This is an optimization exercise on Yosys and OpenROAD, whose aim is small area, a short achievable clock period and few clock cycles per item, not a production implementation.
Only simulation tests tie the RTL to the original design; equivalence was not proved.

File: flow/config.mk
export PLATFORM = sky130hd
export DESIGN_NAME = pel_scaler_top
export DESIGN_NICKNAME = pel_scaler_top
export VERILOG_FILES = /design/flow/design.v
export SDC_FILE = /design/flow/constraint.sdc
export NUM_CORES = 4
export LEC_CHECK = 0
export CAP_MARGIN = 20
export CORE_MARGIN = 2
export CORE_UTILIZATION = 40
export SLEW_MARGIN = 20
File: flow/constraint.sdc
create_clock -name core_clock -period 8.0 [get_ports {clk}]
set_input_delay 1.6000 -clock core_clock [delete_from_list [all_inputs] [get_ports {clk}]]
set_output_delay 1.6000 -clock core_clock [all_outputs]
set_load 0.01 [all_outputs]
File: flow/design.v
package pel_pkg;
    localparam int PEL_WIDTH = 16;
    localparam int ACC_WIDTH = 32;
    typedef logic [PEL_WIDTH-1:0] pel_t;
    typedef logic [ACC_WIDTH-1:0] acc_t;
endpackage
package coef_pkg;
    localparam int COEF_WIDTH = 16;
    localparam int FRAC_BITS = 11;
    typedef logic [COEF_WIDTH-1:0] coef_t;
    localparam coef_t COEF_ONE = coef_t'(1 << FRAC_BITS);
endpackage
module flux_fifo #(
    parameter int WIDTH = 16,
    parameter int DEPTH = 4
) (
    input  logic             clk,
    input  logic             rst_n,
    input  logic             write,
    input  logic [WIDTH-1:0] din,
    output logic             full,
    input  logic             read,
    output logic [WIDTH-1:0] dout,
    output logic             empty
);
    localparam int PTR_WIDTH = (DEPTH > 1) ? $clog2(DEPTH) : 1;
    localparam int CNT_WIDTH = $clog2(DEPTH + 1);
    logic [WIDTH-1:0]     mem [DEPTH];
    logic [PTR_WIDTH-1:0] wr_ptr;
    logic [PTR_WIDTH-1:0] rd_ptr;
    logic [CNT_WIDTH-1:0] count;
    logic                 wr_en;
    logic                 rd_en;
    assign wr_en = write & ~full;
    assign rd_en = read & ~empty;
    assign full  = (count == CNT_WIDTH'(DEPTH));
    assign empty = (count == '0);
    assign dout = mem[rd_ptr];
    always_ff @(posedge clk)
    begin
        if (wr_en)
        begin
            mem[wr_ptr] <= din;
        end
    end
    always_ff @(posedge clk or negedge rst_n)
    begin
        if (!rst_n)
        begin
            wr_ptr <= '0;
            rd_ptr <= '0;
            count  <= '0;
        end
        else
        begin
            if (wr_en)
            begin
                wr_ptr <= (wr_ptr == PTR_WIDTH'(DEPTH - 1)) ? '0 : wr_ptr + 1'b1;
            end
            if (rd_en)
            begin
                rd_ptr <= (rd_ptr == PTR_WIDTH'(DEPTH - 1)) ? '0 : rd_ptr + 1'b1;
            end
            case ({wr_en, rd_en})
                2'b10:   count <= count + 1'b1;
                2'b01:   count <= count - 1'b1;
                default: count <= count;
            endcase
        end
    end
endmodule
module fifo_bank #(
    parameter int FLUX  = 2,
    parameter int WIDTH = 16,
    parameter int DEPTH = 4
) (
    input  logic                       clk,
    input  logic                       rst_n,
    input  logic [FLUX-1:0]            write,
    input  logic [FLUX-1:0][WIDTH-1:0] din,
    output logic [FLUX-1:0]            full,
    input  logic [FLUX-1:0]            read,
    output logic [FLUX-1:0][WIDTH-1:0] dout,
    output logic [FLUX-1:0]            empty
);
    genvar f;
    generate
        for (f = 0; f < FLUX; f++)
        begin : g_flux
            flux_fifo #(
                .WIDTH (WIDTH),
                .DEPTH (DEPTH)
            ) u_fifo (
                .clk   (clk),
                .rst_n (rst_n),
                .write (write[f]),
                .din   (din[f]),
                .full  (full[f]),
                .read  (read[f]),
                .dout  (dout[f]),
                .empty (empty[f])
            );
        end
    endgenerate
endmodule
module scaler #(
    parameter int FLUX = 2
) (
    input  logic                            [FLUX-1:0] in_empty,
    input  pel_pkg::pel_t                   [FLUX-1:0] in_dout,
    output logic                            [FLUX-1:0] in_read,
    input  coef_pkg::coef_t                 [FLUX-1:0] coef,
    input  logic                            [FLUX-1:0] out_full,
    output logic                            [FLUX-1:0] out_write,
    output pel_pkg::acc_t                   [FLUX-1:0] out_din
);
    localparam int TAG_WIDTH = (FLUX > 1) ? $clog2(FLUX) : 1;
    logic [TAG_WIDTH-1:0] tag;
    logic                 found;
    pel_pkg::acc_t        product;
    always_comb
    begin
        tag   = '0;
        found = 1'b0;
        for (int i = 0; i < FLUX; i++)
        begin
            if (!found && !in_empty[i] && !out_full[i])
            begin
                tag   = TAG_WIDTH'(i);
                found = 1'b1;
            end
        end
    end
    always_comb
    begin
        product = pel_pkg::acc_t'(in_dout[tag]) * pel_pkg::acc_t'(coef[tag]);
    end
    always_comb
    begin
        in_read   = '0;
        out_write = '0;
        out_din   = '0;
        if (found)
        begin
            in_read[tag]   = 1'b1;
            out_write[tag] = 1'b1;
            out_din[tag]   = product;
        end
    end
endmodule
module shifter #(
    parameter int FLUX = 2
) (
    input  logic          [FLUX-1:0] in_empty,
    input  pel_pkg::acc_t [FLUX-1:0] in_dout,
    output logic          [FLUX-1:0] in_read,
    input  logic          [FLUX-1:0] out_full,
    output logic          [FLUX-1:0] out_write,
    output pel_pkg::pel_t [FLUX-1:0] out_din
);
    localparam int TAG_WIDTH = (FLUX > 1) ? $clog2(FLUX) : 1;
    logic [TAG_WIDTH-1:0] tag;
    logic                 found;
    always_comb
    begin
        tag   = '0;
        found = 1'b0;
        for (int i = 0; i < FLUX; i++)
        begin
            if (!found && !in_empty[i] && !out_full[i])
            begin
                tag   = TAG_WIDTH'(i);
                found = 1'b1;
            end
        end
    end
    always_comb
    begin
        in_read   = '0;
        out_write = '0;
        if (found)
        begin
            in_read[tag]   = 1'b1;
            out_write[tag] = 1'b1;
        end
    end
    always_comb
    begin
        for (int i = 0; i < FLUX; i++)
        begin
            out_din[i] = pel_pkg::pel_t'(in_dout[i] >> coef_pkg::FRAC_BITS);
        end
    end
endmodule
module pel_scaler_top #(
    parameter int FLUX  = 2,
    parameter int DEPTH = 4
) (
    input  logic                              clk,
    input  logic                              rst_n,
    input  logic            [FLUX-1:0]        in_write,
    input  pel_pkg::pel_t   [FLUX-1:0]        in_din,
    output logic            [FLUX-1:0]        in_full,
    input  coef_pkg::coef_t [FLUX-1:0]        coef,
    input  logic            [FLUX-1:0]        out_read,
    output pel_pkg::pel_t   [FLUX-1:0]        out_dout,
    output logic            [FLUX-1:0]        out_empty
);
    pel_pkg::pel_t [FLUX-1:0] in_dout;
    logic [FLUX-1:0] in_empty;
    logic [FLUX-1:0] in_read;
    logic [FLUX-1:0] mid_write;
    pel_pkg::acc_t [FLUX-1:0] mid_din;
    logic [FLUX-1:0] mid_full;
    logic [FLUX-1:0] mid_read;
    pel_pkg::acc_t [FLUX-1:0] mid_dout;
    logic [FLUX-1:0] mid_empty;
    logic [FLUX-1:0] sh_write;
    pel_pkg::pel_t [FLUX-1:0] sh_din;
    logic [FLUX-1:0] sh_full;
    fifo_bank #(
        .FLUX  (FLUX),
        .WIDTH (pel_pkg::PEL_WIDTH),
        .DEPTH (DEPTH)
    ) in_bank (
        .clk   (clk),
        .rst_n (rst_n),
        .write (in_write),
        .din   (in_din),
        .full  (in_full),
        .read  (in_read),
        .dout  (in_dout),
        .empty (in_empty)
    );
    scaler #(
        .FLUX (FLUX)
    ) u_scaler (
        .in_empty  (in_empty),
        .in_dout   (in_dout),
        .in_read   (in_read),
        .coef      (coef),
        .out_full  (mid_full),
        .out_write (mid_write),
        .out_din   (mid_din)
    );
    fifo_bank #(
        .FLUX  (FLUX),
        .WIDTH (pel_pkg::ACC_WIDTH),
        .DEPTH (DEPTH)
    ) mid_bank (
        .clk   (clk),
        .rst_n (rst_n),
        .write (mid_write),
        .din   (mid_din),
        .full  (mid_full),
        .read  (mid_read),
        .dout  (mid_dout),
        .empty (mid_empty)
    );
    shifter #(
        .FLUX (FLUX)
    ) u_shifter (
        .in_empty  (mid_empty),
        .in_dout   (mid_dout),
        .in_read   (mid_read),
        .out_full  (sh_full),
        .out_write (sh_write),
        .out_din   (sh_din)
    );
    fifo_bank #(
        .FLUX  (FLUX),
        .WIDTH (pel_pkg::PEL_WIDTH),
        .DEPTH (DEPTH)
    ) out_bank (
        .clk   (clk),
        .rst_n (rst_n),
        .write (sh_write),
        .din   (sh_din),
        .full  (sh_full),
        .read  (out_read),
        .dout  (out_dout),
        .empty (out_empty)
    );
endmodule
File: flow/run.sh
#!/bin/bash
# synth_recipe.tcl (not shown) runs the flow's synth.tcl, then flattens the netlist and writes it again
# the make line also repeats each setting of config.mk as NAME=value (left out here)
make -C /OpenROAD-flow-scripts/flow DESIGN_CONFIG=/design/flow/config.mk WORK_HOME=/design/flow/orfs CLKGATE_MAP_FILE= SYNTH_SCRIPT=/design/flow/synth_recipe.tcl finish
==> notes.md, run 1 <==
status timing/DRC/antenna clean; Worst path most repeated cell fa_1; Row Count 90; max-cap check violation count 0; hold path depth 1; hold_buf cts 0; Slew HR a little over a third; CTS max path bufs 3; Crit Path Category reg -> reg; GP Congestion slightly above 0.9; first-pass GRT wire length approximately 87 mm; ys flop type edfxtp_1; Iter 0 DRT Violations 928; Reg2Reg Capture Point mid_bank.g_flux[1].u_fifo.mem[0][21]$_DFFE_PP_; vias in the first global route 15200; IO Pins around 110; Worst Path Arrival 7.87 ns; Mean Syn Cell Area 13.8 um2; CP Buf/Inv Count 8; unrepaired setup endpoints after global routing no; worst-skew pair later-pin latency ~0.57 ns; Ys Warns 4; hpwl dp 41.9 mm; Worst setup SP type flop; post-synthesis sequential area ratio 51.4%; drt pass-1 iters 5; r2r startpoint mid_bank.g_flux[1].u_fifo.count[0]$_DFFE_PN0P_; # diodes 0; Post-synth EDFFs 384; GRT overflow 0; DP Area 27100 um2; Final min period 7.53 ns; Hold Crit Start in_bank.g_flux[1].u_fifo.count[2]$_DFFE_PN0P_; crit share post-route 94.1%; WL/cell 19.7 um; Post-DRT Antenna Nets 0; slowest CP cell fa_1; CTS tree built; GRT Total Usage 18.0%; vias after detailed routing 14000; reg2reg setup slack 0.47 ns; Final nets 2346; Core Region just over 60000 um2; Final Util 47.3%; IO buf count 105; Mapped Cells ~1800; Worst EP required roughly 8.3 ns; CP max FO 14; Synth Cell Area approximately 24000 um2; commonest cells in the netlist edfxtp_1, inv_1, nand2_1, fa_1, nor2_1; Initial Util 40.5%; WHS Endpoint in_bank.g_flux[1].u_fifo.count[2]$_DFFE_PN0P_; WL final between 50 and 60 mm; largest net degree at the start of global routing 43; post-synth top area share 47.1%; syn nets 2149; Final Hold Viols 0; crit-path max cell delay about 0.54 ns; DR vias/cell 5.02; Yosys top cell by area edfxtp_1; htree depth 2; most common cell in the netlist edfxtp_1; Crit. End Element flop; register clock-pin slew on the reported worst setup and hold paths 0.07 ns; worst-margin pin slew 0.977 ns; Hold Crit Class reg -> reg; DRC violations left 0; Final Cell Area 28500 um2; endpoints failing setup 0; ys async rst share 9.86%; worst-case reg-to-reg path depth 28; share of cells above drive strength 1 14.6%; CTS buffer count 44; family with the most delay on the worst path adder cells; die area 63100 um2; Area Overhead vs Synth 16.6%; die width 251 um; Layout Skew between 0.015 and 0.02 ns; Slew Limit Fails 0; height of the die ~250 um; Setup TNS 0 ns; synthesized flop and latch total 426; initial antenna violation count 0; top cells by area, synth edfxtp_1, fa_1, mux4_2; CTS root buf clkbuf_16; hold slack final just under 0.5 ns; fmax about 0.13 GHz; Yosys cell types just over 50; Sink Count approximately 430
==> logic make-up (layout without fill, tap and decap cells) <==
| kind of cell | Yosys count | in the layout | share of synthesized area (%) |
|---|---|---|---|
| AND/OR/NAND/NOR | 469 | 469 | 8.11 |
| flip-flops | 426 | 426 | 51.4 |
| buffers and inverters | 332 | 563 | 5.28 |
| adder cells (fa/ha/maj) | 302 | 302 | 21.3 |
| multiplexers | 140 | 140 | 10.6 |
| AO/OA/AOI/OAI | 66 | 66 | 1.78 |
| XOR/XNOR | 42 | 42 | 1.50 |
==> cells in the final DEF (no fill, tap or decap), types with 4 or more instances in the layout <==
cell type | netlist | layout
buf_4 | 5 | 103
clkbuf_16 | 0 | 45
clkbuf_8 | 0 | 4
mux4_2 | 94 | 94
nand2_1 | 219 | 216
a21o_1 | 11 | 11
clkinvlp_4 | 0 | 4
dfrtp_1 | 42 | 40
mux2i_1 | 37 | 35
nor3_1 | 13 | 13
xnor2_1 | 21 | 21
a21oi_1 | 13 | 13
or2_2 | 7 | 7
nand3_1 | 5 | 5
o21ai_0 | 18 | 18
nand2b_1 | 11 | 11
inv_1 | 271 | 271
nor2b_1 | 8 | 8
clkinv_2 | 0 | 5
clkbuf_1 | 41 | 9
xor2_1 | 21 | 21
edfxtp_1 | 384 | 384
fa_1 | 191 | 191
mux2_2 | 9 | 9
nor2_1 | 159 | 158
ha_1 | 111 | 111
and2_1 | 24 | 24
or3_1 | 8 | 8
clkinv_1 | 0 | 7
and3_1 | 5 | 5
clkdlybuf4s50_1 | 0 | 104
==> worst max path at each step <==
stage / from / end / slack (ns) / cells past startpoint
final: mid_bank.g_flux[1].u_fifo.count[0]$_DFFE_PN0P_ / mid_bank.g_flux[1].u_fifo.mem[0][21]$_DFFE_PP_ / 0.47 / 28
after detailed placement: coef[6] / mid_bank.g_flux[1].u_fifo.mem[3][26]$_DFFE_PP_ / -0.29 / 25
after global routing: in_bank.g_flux[0].u_fifo.count[2]$_DFFE_PN0P_ / mid_bank.g_flux[1].u_fifo.mem[0][22]$_DFFE_PP_ / 0.02 / 28
after global placement: coef[6] / mid_bank.g_flux[1].u_fifo.mem[0][26]$_DFFE_PP_ / -0.23 / 25
after CTS: mid_bank.g_flux[1].u_fifo.count[0]$_DFFE_PN0P_ / mid_bank.g_flux[1].u_fifo.mem[2][26]$_DFFE_PP_ / 0.21 / 26
after floorplan: coef[6] / mid_bank.g_flux[0].u_fifo.mem[0][25]$_DFFE_PP_ / 0.35 / 23
==> layer usage <==
metal / up-vias / part of all wire, % / GRT usage (%)
met2: 381 / 49 / 30.6
li1: 6411 / - / -
met1: 7125 / 44 / 24.3
met3: 88 / 4.9 / 2.67
met4: 0 / 2.5 / 5.00
met5: - / 0 / 0
==> cell type report <==
type,instances,area [um2]
Clock inverter,22,205
Clock buffer,58,1210
Tap cell,782,978
Multi-Input combinational cell,1019,10600
Sequential cell,426,12600
Fill cell,5295,31800
Inverter,272,1020
Timing Repair Buffer,211,1890
==> metrics by stage <==
| stage | cells | setup slack, ns |
|---|---|---|
| 5_1_grt | 2790 | 0.0202 |
| 6_report | 2790 | 0.474 |
| 2_1_floorplan | 1777 | 0.349 |
| 4_1_cts | 2790 | 0.209 |
| 3_5_place_dp | 2710 | -0.287 |
| 3_3_place_gp | 2710 | -0.225 |
==> registers in the layout, indices dropped and copies added (netlist names) <==
name / count
in_bank.g_flux.u_fifo.count: 6
out_bank.g_flux.u_fifo.count: 6
mid_bank.g_flux.u_fifo.mem: 128
out_bank.g_flux.u_fifo.rd_ptr: 4
in_bank.g_flux.u_fifo.rd_ptr: 4
in_bank.g_flux.u_fifo.wr_ptr: 4
in_bank.g_flux.u_fifo.mem: 128
mid_bank.g_flux.u_fifo.rd_ptr: 4
out_bank.g_flux.u_fifo.wr_ptr: 4
out_bank.g_flux.u_fifo.mem: 128
mid_bank.g_flux.u_fifo.wr_ptr: 4
mid_bank.g_flux.u_fifo.count: 6
==> timing repair <==
| action | 4_1_cts | 5_1_grt |
|---|---|---|
| setup buffers | 0 | 0 |
| gates resized for setup | 0 | 8 |
| endpoints found under the setup margin | 0 | 44 |
Testbench counts, summed over its fixed seeds: cycles 16,024, items 16,000.
==> inputs of run 2 (changes only) <==
==> flow/design.v (replaced) <==
package pel_pkg;
    localparam int PEL_WIDTH = 16;
    localparam int ACC_WIDTH = 32;
    typedef logic [PEL_WIDTH-1:0] pel_t;
    typedef logic [ACC_WIDTH-1:0] acc_t;
endpackage
package coef_pkg;
    localparam int COEF_WIDTH = 16;
    localparam int FRAC_BITS = 11;
    typedef logic [COEF_WIDTH-1:0] coef_t;
    localparam coef_t COEF_ONE = coef_t'(1 << FRAC_BITS);
endpackage
module scaler (
    input  logic          clk,
    input  logic          rst_n,
    input  logic          in_write,
    input  pel_pkg::pel_t in_din,
    output logic          in_full,
    input  logic [15:0]   coef,
    input  logic          out_read,
    output pel_pkg::pel_t out_dout,
    output logic          out_empty
);
    logic          v1, v2;
    pel_pkg::pel_t pel_q;
    logic [15:0]   coef_q;
    pel_pkg::acc_t product;
    logic          go2, adv, acc;
    always_ff @(posedge clk)
    begin
        coef_q <= coef;
    end
    assign go2     = ~v2 | out_read;
    assign adv     = v1 & go2;
    assign in_full = v1 & ~go2;
    assign acc     = in_write & ~in_full;
    assign product = pel_pkg::acc_t'(pel_q) * pel_pkg::acc_t'(coef_q);
    always_ff @(posedge clk)
    begin
        if (!in_full)
            pel_q <= in_din;
        if (go2)
            out_dout <= pel_pkg::pel_t'(product >> coef_pkg::FRAC_BITS);
    end
    always_ff @(posedge clk or negedge rst_n)
    begin
        if (!rst_n)
        begin
            v1 <= 1'b0;
            v2 <= 1'b0;
        end
        else
        begin
            v1 <= acc | (v1 & ~adv);
            if (go2)
                v2 <= v1;
        end
    end
    assign out_empty = ~v2;
endmodule
module pel_scaler_top #(
    parameter int FLUX  = 2,
    parameter int DEPTH = 4
) (
    input  logic                              clk,
    input  logic                              rst_n,
    input  logic            [FLUX-1:0]        in_write,
    input  pel_pkg::pel_t   [FLUX-1:0]        in_din,
    output logic            [FLUX-1:0]        in_full,
    input  coef_pkg::coef_t [FLUX-1:0]        coef,
    input  logic            [FLUX-1:0]        out_read,
    output pel_pkg::pel_t   [FLUX-1:0]        out_dout,
    output logic            [FLUX-1:0]        out_empty
);
    genvar f;
    generate
        for (f = 0; f < FLUX; f++)
        begin : g_lane
            scaler u_lane (
                .clk       (clk),
                .rst_n     (rst_n),
                .in_write  (in_write[f]),
                .in_din    (in_din[f]),
                .in_full   (in_full[f]),
                .coef      (coef[f]),
                .out_read  (out_read[f]),
                .out_dout  (out_dout[f]),
                .out_empty (out_empty[f])
            );
        end
    endgenerate
endmodule
--- a/flow/config.mk
+++ b/flow/config.mk
@@ -8,4 +8,5 @@
 export CAP_MARGIN = 20
 export CORE_MARGIN = 2
 export CORE_UTILIZATION = 40
+export SETUP_SLACK_MARGIN = 2
 export SLEW_MARGIN = 20
==> notes.md, run 2 <==
status timing/DRC/antenna clean; hold slack final 0.480 ns (-0.00810 ns); CTS tree built; largest net degree at the start of global routing 20 (-53%); ys async rst share 4.00% (-5.9 points); endpoints failing setup 0 (unchanged); most common cell after layout, fill and taps aside inv_1; Post-synth EDFFs 64 (-83%); max-cap check violation count 0 (unchanged); die area 45500 um2 (-28%); share of cells above drive strength 1 12.2% (-2.4 points); Post-DRT Antenna Nets 0 (unchanged); Yosys cell types 41 (-20%); Crit. End Element flop; Worst Path Arrival 6.26 ns (-1.61 ns); Worst EP required 8.15 ns (-0.19 ns); slowest CP cell fa_1; Initial Util 40.6% (+0.061 points); most frequent cells in the layout inv_1, fa_1, nand2_1; most common cell in the netlist inv_1; DRC violations left 0 (unchanged); Worst path most repeated cell fa_1; post-synth top area share 42.3% (-4.9 points); hpwl dp 32.1 mm (-23%); top flop regs g_lane.u_lane.coef_q: 32 flops, g_lane.u_lane.out_dout: 32 flops, g_lane.u_lane.pel_q: 32 flops; Crit Path Category reg -> reg; DP Area 19100 um2 (-30%); WL/cell 17.1 um (-13%); commonest cells in the netlist inv_1, fa_1, nand2_1, and2_1, ha_1; # diodes 0 (unchanged); worst-skew pair later-pin latency 0.40 ns (-0.17 ns); first-pass GRT wire length 70.9 mm (-19%); post-synthesis sequential area ratio 15.2% (-36 points); Ys Warns 1 (-3); CP max FO 3 (-11); CTS max path bufs 2 (-1); hold_buf cts 0 (unchanged); GRT overflow 0 (unchanged); cells along the critical path buf_6, buf_4, nand2_1, fa_1, fa_1, inv_1, fa_1, fa_1, fa_1, inv_1, fa_1, inv_1, ha_4, nand4_1, a21oi_2, o311a_1, a2111oi_4, buf_4, a21oi_4, a2111oi_4, o21bai_1, xnor2_1; fmax 0.164 GHz (+23%); Final Util 48.4% (+1.2 points); synthesized flop and latch total 100 (-77%); Final Hold Viols 0 (unchanged); height of the die 213 um (-15%); Filler Cells Inserted 4096 (-23%); register clock-pin slew on the reported worst setup and hold paths 0.08 ns (about the same); Final min period 6.11 ns (-1.42 ns); vias after detailed routing 12200 (-13%); vias in the first global route 13300 (-13%); Setup TNS 0 ns (unchanged); WL final 43.8 mm (-20%); IO Pins 106 (unchanged); ys flop type edfxtp_1; top cells by area, synth fa_1, edfxtp_1, ha_1; IO buf count 105 (unchanged); CTS root buf clkbuf_16; Sink Count 100 (-77%); Area Overhead vs Synth 19.3%; Mean Syn Cell Area 9.70 um2 (-30%); Mapped Cells 1807 (+1.7%); Slew HR 29.8% (-5.1 points); Layout Skew 0.00865 ns (-0.0103 ns); GP Congestion 0.870 (-5.2%); CTS buffer count 9 (-80%); Yosys top cell by area fa_1; Synth Cell Area 17500 um2 (-28%); Final nets 2564 (+9.3%); worst-margin pin slew 1.05 ns (+0.0769 ns); unrepaired setup endpoints after global routing yes; final worst slack 1.89 ns (+1.42 ns); pre-CTS WS 1.36 ns (+1.65 ns); htree depth 3 (+1); drt pass-1 iters 5 (unchanged); Worst setup SP type flop; crit-path max cell delay 0.55 ns (about the same); syn nets 2397 (+12%); Row Count 76 (-16%); Slew Limit Fails 0 (unchanged); DR vias/cell 4.76 (-5.2%); die width 213 um (-15%); Iter 0 DRT Violations 565 (-39%); Hold Crit Class reg -> reg; crit share post-route 76.4% (-18 points); GRT Total Usage 20.5% (+2.5 points); Core Region 43200 um2 (-28%); initial antenna violation count 0 (unchanged); Final Cell Area 20900 um2 (-27%)
==> run 2: cell types whose count changed in the layout (fill, tap and decap cells not counted), sizes merged, moves of 52 or more <==
cell / previous run / this run
and2: 24 / 229
edfxtp: 384 / 64
nor2: 159 / 20
inv: 273 / 455
mux4: 94 / 0
nand2: 219 / 271
fa: 191 / 370
==> run 2: area by class of cell <==
class / count / area (um2) / area share (%)
timing repair buffer: 224 / 2140 / 10.2
inverter: 453 / 1700 / 8.13
multi-input combinational: 1186 / 13300 / 63.6
clock buffer: 10 / 250 / 1.20
clock inverter: 6 / 67.6 / 0.323
sequential: 100 / 2730 / 13.1
tap: 585 / 732 / 3.50
==> run 2: metal layers <==
layer	global-route usage, %	wire, um
met2	33.8	21200
met4	6.37	1000
met3	3.37	2180
met5	0	0
met1	27.9	19400
==> run 2: stage by stage <==
stage          std cells
3_3_place_gp        2432
6_report            2564
2_1_floorplan       1807
3_5_place_dp        2432
4_1_cts             2545
5_1_grt             2564
==> run 2: final timing paths <==
| check | startpoint | endpoint | slack (ns) | cells past startpoint |
|---|---|---|---|---|
| worst max-delay path | g_lane[1].u_lane.pel_q[9]$_DFFE_PN_ | g_lane[1].u_lane.out_dout[15]$_DFFE_PP_ | 1.89 | 22 |
| worst max register to register | g_lane[1].u_lane.pel_q[9]$_DFFE_PN_ | g_lane[1].u_lane.out_dout[15]$_DFFE_PP_ | 1.89 | 22 |
| max in group asynchronous | rst_n | g_lane[1].u_lane.v1$_DFF_PN0_ | 6.42 | 1 |
| min in group asynchronous | rst_n | g_lane[0].u_lane.v1$_DFF_PN0_ | 1.40 | 1 |
| worst min register to register | g_lane[0].u_lane.v1$_DFF_PN0_ | g_lane[0].u_lane.v2$_DFFE_PN0P_ | 0.48 | 1 |
| worst min-delay path | g_lane[0].u_lane.v1$_DFF_PN0_ | g_lane[0].u_lane.v2$_DFFE_PN0P_ | 0.48 | 1 |
==> run 2: what timing repair did <==
action / 4_1_cts / 5_1_grt
setup endpoints to repair: 19 / 15
cloned: 0 / 1
setup buffers: 97 / 18
pin swaps: 34 / 39
resized for setup: 86 / 56
==> run 2: kinds of logic (layout without fill, tap and decap cells) <==
group / after synthesis / after routing / share of synthesized area [%]
compound gates: 59 / 59 / 2.39
xor+xnor: 50 / 50 / 2.50
fa+ha+maj: 520 / 520 / 53.0
buf+inv: 521 / 693 / 11.2
flops: 100 / 100 / 15.2
simple gates: 557 / 557 / 15.7
==> run 2: critical path, delay by kind of cell, from the launching register on <==
family	cells	cell delay, ns
DFF	1	0.50
AOI/OAI and AO/OA	6	1.19
and+or+nand+nor	2	0.19
buffers and inverters	6	0.68
xor gates and xnor gates	1	0.13
adders and majority gates	7	3.17
Testbench counts of run 2, summed over its fixed seeds: cycles 8,016, items 16,000.
==> inputs of run 3 (changes only) <==
--- a/flow/config.mk
+++ b/flow/config.mk
@@ -8,5 +8,5 @@
 export CAP_MARGIN = 20
 export CORE_MARGIN = 2
 export CORE_UTILIZATION = 40
-export SETUP_SLACK_MARGIN = 2
+export SETUP_SLACK_MARGIN = 4
 export SLEW_MARGIN = 20
==> notes.md, run 3 <==
status timing/DRC/antenna clean; crit share post-route 75.7% (-0.63 points); Critical Path Start g_lane[1].u_lane.pel_q[11]$_DFFE_PN_; Crit Path Category reg -> reg; adder-cell share of the synthesized area 53.0% (unchanged); syn nets 2397 (unchanged); WL final 43.8 mm (about the same); Post-synth EDFFs 64 (unchanged); most common cell after layout, fill and taps aside inv_1; Yosys cell types 41 (unchanged); Iter 0 DRT Violations 663 (+17%); GRT overflow 0 (unchanged); Area Overhead vs Synth 21.6%; die width 213 um (unchanged); Mapped Cells 1807 (unchanged); hpwl dp 32.9 mm (+2.3%); Synth Cell Area 17500 um2 (unchanged); Final Hold Viols 0 (unchanged); final worst slack 1.94 ns (+0.0502 ns); Core Region 43200 um2 (unchanged); Row Count 76 (unchanged); Setup TNS 0 ns (unchanged); Mean Syn Cell Area 9.70 um2 (unchanged); Slew HR 36.0% (+6.2 points); GRT Total Usage 20.5% (-0.077 points); pre-CTS WS 1.46 ns (+0.100 ns); post-synthesis mux area share 0% (unchanged); Layout Skew 0.0142 ns (+0.00555 ns); vias after detailed routing 12300 (+0.58%); Synth Area in Simple Gates 15.7% (unchanged); Ys Warns 1 (unchanged); most frequent cells in the layout inv_1, fa_1, nand2_1; CTS max path bufs 2 (unchanged); ys flop type edfxtp_1; endpoints failing setup 0 (unchanged); worst-skew pair later-pin latency 0.39 ns (about the same); Post-DRT Antenna Nets 0 (unchanged); XOR/XNOR Fraction of Synth Area 2.50% (unchanged); synthesized flop and latch total 100 (unchanged); DR vias/cell 4.74 (-0.43%); first-pass GRT wire length 70.7 mm (-0.37%); Final nets 2590 (+1.0%); height of the die 213 um (unchanged); IO buf count 105 (unchanged); Crit. End Element flop; largest family of logic cells by synthesized area adder cells; worst-case reg-to-reg path depth 21 (-4.5%); r2r startpoint g_lane[1].u_lane.pel_q[11]$_DFFE_PN_; worst-margin pin slew 0.960 ns (-0.0936 ns); Initial Util 40.6% (unchanged); CTS root buf clkbuf_16; most common cell in the netlist inv_1; ys async rst share 4.00% (unchanged); Worst Path Arrival 6.20 ns (-0.06 ns); top flop regs g_lane.u_lane.coef_q: 32 flops, g_lane.u_lane.out_dout: 32 flops, g_lane.u_lane.pel_q: 32 flops; Slew Limit Fails 0 (unchanged); top cells by area, synth fa_1, edfxtp_1, ha_1; share of cells above drive strength 1 15.6% (+3.4 points); fmax 0.165 GHz (+0.83%); Hold Crit Start g_lane[0].u_lane.v1$_DFF_PN0_; largest net degree at the start of global routing 19 (-5.0%); drt pass-1 iters 7 (+2); CP max FO 5 (+2); DRC violations left 0 (unchanged); CTS tree built; Reg2Reg Capture Point g_lane[1].u_lane.out_dout[15]$_DFFE_PP_; # diodes 0 (unchanged); register clock-pin slew on the reported worst setup and hold paths 0.08 ns (about the same); Sink Count 100 (unchanged); post-synth top area share 42.3% (unchanged); Synth Area in Compound Gates 2.39% (unchanged); commonest cells in the netlist inv_1, fa_1, nand2_1, and2_1, ha_1; initial antenna violation count 0 (unchanged); Critical Path Sink g_lane[1].u_lane.out_dout[15]$_DFFE_PP_; Hold Crit Class reg -> reg; die area 45500 um2 (unchanged); unrepaired setup endpoints after global routing yes; GP Congestion 0.818 (-6.0%); WL/cell 16.9 um (-0.93%); Worst setup SP type flop; Yosys top cell by area fa_1; post-synthesis sequential area ratio 15.2% (unchanged); hold_buf cts 0 (unchanged); Final min period 6.06 ns (-0.0502 ns); reg2reg setup slack 1.94 ns (+0.05 ns); Worst EP required 8.15 ns (about the same); htree depth 3 (unchanged); IO Pins 106 (unchanged); max-cap check violation count 0 (unchanged); vias in the first global route 13200 (-0.14%); CTS buffer count 9 (unchanged)
-- run 3: stage by stage --
| step | std cells | utilization [%] | area (um2) | hold WS, ns |
|---|---|---|---|---|
| 2_1_floorplan | 1807 | - | 18100 | 0.435 |
| 3_3_place_gp | 2431 | 44.8 | 19300 | 0.448 |
| 3_5_place_dp | 2431 | 44.8 | 19300 | 0.456 |
| 4_1_cts | 2575 | 48.7 | 21000 | 0.472 |
| 5_1_grt | 2590 | 49.4 | 21300 | 0.491 |
| 6_report | 2590 | 49.4 | 21300 | 0.470 |
-- run 3: final cells by class --
cell class              count  area (um2)
well taps                 585         732
fillers                  4043       21900
clock buffers              10         229
inverters                 453        1700
clock inverters             6        75.1
flip-flops and latches    100        2730
multi-input cells        1186       13500
repair buffers            250        2340
-- run 3: worst min path at each step --
stage	to	depth (start not counted)	slack (ns)
6_report	g_lane[0].u_lane.v2$_DFFE_PN0P_	1	0.47
5_1_grt	g_lane[1].u_lane.v2$_DFFE_PN0P_	1	0.49
4_1_cts	g_lane[0].u_lane.v2$_DFFE_PN0P_	1	0.47
3_5_place_dp	g_lane[0].u_lane.v2$_DFFE_PN0P_	1	0.46
3_3_place_gp	g_lane[1].u_lane.v2$_DFFE_PN0P_	1	0.45
2_1_floorplan	g_lane[0].u_lane.v2$_DFFE_PN0P_	1	0.44
-- run 3: critical path, cell delays in order, from the launching register on --
cell and delay (ns):
edfxtp_1 0.52, and2_4 0.20, fa_1 0.53, inv_1 0.05, fa_1 0.50, inv_2 0.04
fa_1 0.54, fa_2 0.44, fa_1 0.50, inv_2 0.04, fa_1 0.50, inv_2 0.05
ha_4 0.22, a211oi_2 0.17, nor2_1 0.08, o311a_1 0.36, a2111oi_4 0.26, buf_4 0.20
a21oi_4 0.08, a2111oi_4 0.28, o21bai_1 0.11, xnor2_1 0.12
-- run 3: timing repair --
item | 4_1_cts | 5_1_grt
pin swaps | 52 | 36
endpoints found under the setup margin | 34 | 32
setup buffers | 128 | 15
hold endpoints to repair | 0 | 0
resized for setup | 95 | 58
-- run 3: logic make-up (layout without fill, tap and decap cells) --
family,Yosys count,in the layout
DFF,100,100
adders and majority gates,520,520
buffers and inverters,521,719
AOI/OAI and AO/OA,59,59
and+or+nand+nor,557,557
xor gates and xnor gates,50,50
-- run 3: metal layers --
layer / GRT usage (%) / up-vias / part of all wire, %
met5: 0 / - / 0
met4: 5.75 / 0 / 2.0
met3: 3.71 / 47 / 5.5
met2: 32.8 / 287 / 48
met1: 28.6 / 6295 / 45
li1: - / 5643 / -
==> inputs of run 4 (changes only) <==
--- a/flow/config.mk
+++ b/flow/config.mk
@@ -8,5 +8,4 @@
 export CAP_MARGIN = 20
 export CORE_MARGIN = 2
 export CORE_UTILIZATION = 40
-export SETUP_SLACK_MARGIN = 4
 export SLEW_MARGIN = 20
==> notes.md, run 4 <==
WL final 40.4 mm (-7.7%); Mapped Cells 1807 (unchanged); height of the die 213 um (unchanged); CP max FO 16 (+11); Post-DRT Antenna Nets 0 (unchanged); ys async rst share 4.00% (unchanged); Mean Syn Cell Area 9.70 um2 (unchanged); largest net degree at the start of global routing 20 (+1); unrepaired setup endpoints after global routing no; Ys Warns 1 (unchanged); CTS tree built; post-synthesis sequential area ratio 15.2% (unchanged); die width 213 um (unchanged); Worst EP required 8.15 ns (about the same); status timing/DRC/antenna clean; vias after detailed routing 11600 (-5.7%); Yosys top cell by area fa_1; Hold Crit Class reg -> reg; Crit. End Element flop; Setup TNS 0 ns (unchanged); Final Hold Viols 0 (unchanged); syn nets 2397 (unchanged); drt pass-1 iters 5 (-2); die area 45500 um2 (unchanged); most frequent cells in the layout inv_1, fa_1, nand2_1; worst-skew pair later-pin latency 0.40 ns (about the same); Layout Skew 0.0150 ns (+0.000803 ns); Crit Path Category reg -> reg; synthesized flop and latch total 100 (unchanged); hold_buf cts 0 (unchanged); Iter 0 DRT Violations 603 (-9.0%); share of cells above drive strength 1 1.39% (-14 points); CTS root buf clkbuf_16; initial antenna violation count 1 (+1); Filler Cells Inserted 4163 (+3.0%); DRC violations left 0 (unchanged); Post-synth EDFFs 64 (unchanged); worst-margin pin slew 1.00 ns (+0.0442 ns); max-cap check violation count 0 (unchanged); Initial Util 40.6% (unchanged); Sink Count 100 (unchanged); vias in the first global route 12500 (-5.4%); hpwl dp 32.5 mm (-1.2%); Final Cell Area 19400 um2 (-9.1%); Row Count 76 (unchanged); cts repair resizes 0 (-100%); Final min period 6.79 ns (+0.730 ns); GRT Total Usage 19.0% (-1.4 points); htree depth 3 (unchanged); crit share post-route 84.9% (+9.1 points); commonest cells in the netlist inv_1, fa_1, nand2_1, and2_1, ha_1; CTS buffer count 9 (unchanged); GP Congestion 0.822 (+0.54%); top flop regs g_lane.u_lane.coef_q: 32 flops, g_lane.u_lane.out_dout: 32 flops, g_lane.u_lane.pel_q: 32 flops; Slew Limit Fails 0 (unchanged); GRT overflow 0 (unchanged); endpoints failing setup 0 (unchanged); Final nets 2449 (-5.4%); most common cell in the netlist inv_1; DP Area 19100 um2 (-1.4%); DR vias/cell 4.72 (-0.32%); first-pass GRT wire length 66.0 mm (-6.6%); Yosys cell types 41 (unchanged); postcts setup bufs 0 (-100%); IO Pins 106 (unchanged); Worst Path Arrival 6.94 ns (+0.74 ns); Worst setup SP type flop; Post-Layout Cell Count 2449 (-5.4%); placed cells 2433 (+0.082%); CTS max path bufs 2 (unchanged); Core Region 43200 um2 (unchanged); most common cell after layout, fill and taps aside inv_1; Area Overhead vs Synth 10.5%; register clock-pin slew on the reported worst setup and hold paths 0.08 ns (about the same); fmax 0.147 GHz (-11%); Slew HR 33.0% (-2.9 points); post-synth top area share 42.3% (unchanged); # diodes 0 (unchanged); WL/cell 16.5 um (-2.3%); ys flop type edfxtp_1; top cells by area, synth fa_1, edfxtp_1, ha_1; IO buf count 105 (unchanged); Synth Cell Area 17500 um2 (unchanged)
## run 4: per-layer routing
metal	part of all wire, %	global-route usage (%)
met3	4.3	3.16
met5	0	0
met2	48	31.1
met1	46	26.4
met4	1.5	4.93
## run 4: final timing paths
check	start	endpoint	slack [ns]	depth (start not counted)
setup / recovery	g_lane[1].u_lane.coef_q[7]$_DFF_P_	g_lane[1].u_lane.out_dout[13]$_DFFE_PP_	1.21	19
hold / removal	g_lane[1].u_lane.v1$_DFF_PN0_	g_lane[1].u_lane.v2$_DFFE_PN0P_	0.47	1
setup reg to reg	g_lane[1].u_lane.coef_q[7]$_DFF_P_	g_lane[1].u_lane.out_dout[13]$_DFFE_PP_	1.21	19
hold reg to reg	g_lane[1].u_lane.v1$_DFF_PN0_	g_lane[1].u_lane.v2$_DFFE_PN0P_	0.47	1
max in group asynchronous	rst_n	g_lane[1].u_lane.v2$_DFFE_PN0P_	6.42	1
min in group asynchronous	rst_n	g_lane[0].u_lane.v2$_DFFE_PN0P_	1.41	1
## run 4: cells by family after synthesis
logic type | synth area share [%]
fa+ha+maj | 53.0
xor+xnor | 2.50
simple gates | 15.7
compound gates | 2.39
flops | 15.2
buf+inv | 11.2
## run 4: through the flow
| stage | hold slack, ns | setup slack, ns | utilization [%] |
|---|---|---|---|
| 6_report | 0.472 | 1.21 | 44.9 |
| 3_3_place_gp | 0.444 | 1.37 | 44.2 |
| 2_1_floorplan | 0.435 | 1.86 | - |
| 5_1_grt | 0.512 | 0.816 | 44.9 |
| 4_1_cts | 0.475 | 1.21 | 44.9 |
| 3_5_place_dp | 0.465 | 1.22 | 44.2 |
## run 4: cell type report
type / count / area [um2] / area share [%]
clock buffers: 10 / 239 / 1.23
inverters: 453 / 1700 / 8.78
repair buffers: 109 / 1080 / 5.58
clock inverters: 6 / 63.8 / 0.329
multi-input cells: 1186 / 12900 / 66.6
flip-flops and latches: 100 / 2660 / 13.7
well taps: 585 / 732 / 3.78
## run 4: worst max-delay path: stages, from the launching register on
cell and delay (ns):
dfxtp_1 0.78, nand2_1 0.21, fa_1 0.58, inv_1 0.05
fa_1 0.49, fa_1 0.57, fa_1 0.43, fa_1 0.49
inv_1 0.05, fa_1 0.47, inv_1 0.04, ha_1 0.33
a211oi_1 0.25, nor2_1 0.09, o311a_1 0.32, a2111oi_4 0.57
a21oi_2 0.16, a21oi_1 0.38, o21bai_1 0.12, xor2_1 0.15

==> static timing again, ports no longer ideal <==
How much do the figures lean on ideal ports? The routed layouts below were timed once more, with nothing changed but the port constraints.
Step 1 sets driving cells, clkbuf_16 on the clock port and buf_2 on the other inputs (assumed; they add their load-dependent delay and slew).
Step 2 adds t to the input delays and takes it off the output delays; t is the mean of the earliest and latest rising clock arrival at the registers after step 1. Input paths then give back, and output paths get back, about the clock's delay inside the block.
Three values: ideal, step 1, step 2; two values: the first two.
run | shift t [ns] | setup slack, ns | worst setup path after step 2
run 1 | 0.617 | 0.474 / 0.474 / -0.088 | input to register
run 2 | 0.454 | 1.890 / 1.890 / 1.890 | register to register
run 3 | 0.442 | 1.940 / 1.940 / 1.940 | register to register
run 4 | 0.447 | 1.211 / 1.211 / 1.211 | register to register
Met with ideal ports but missed after step 2: setup timing in run 1. For run 1, which loses most, drivers alone change the setup slack by 0.000 ns; drivers and shift together by -0.562 ns.
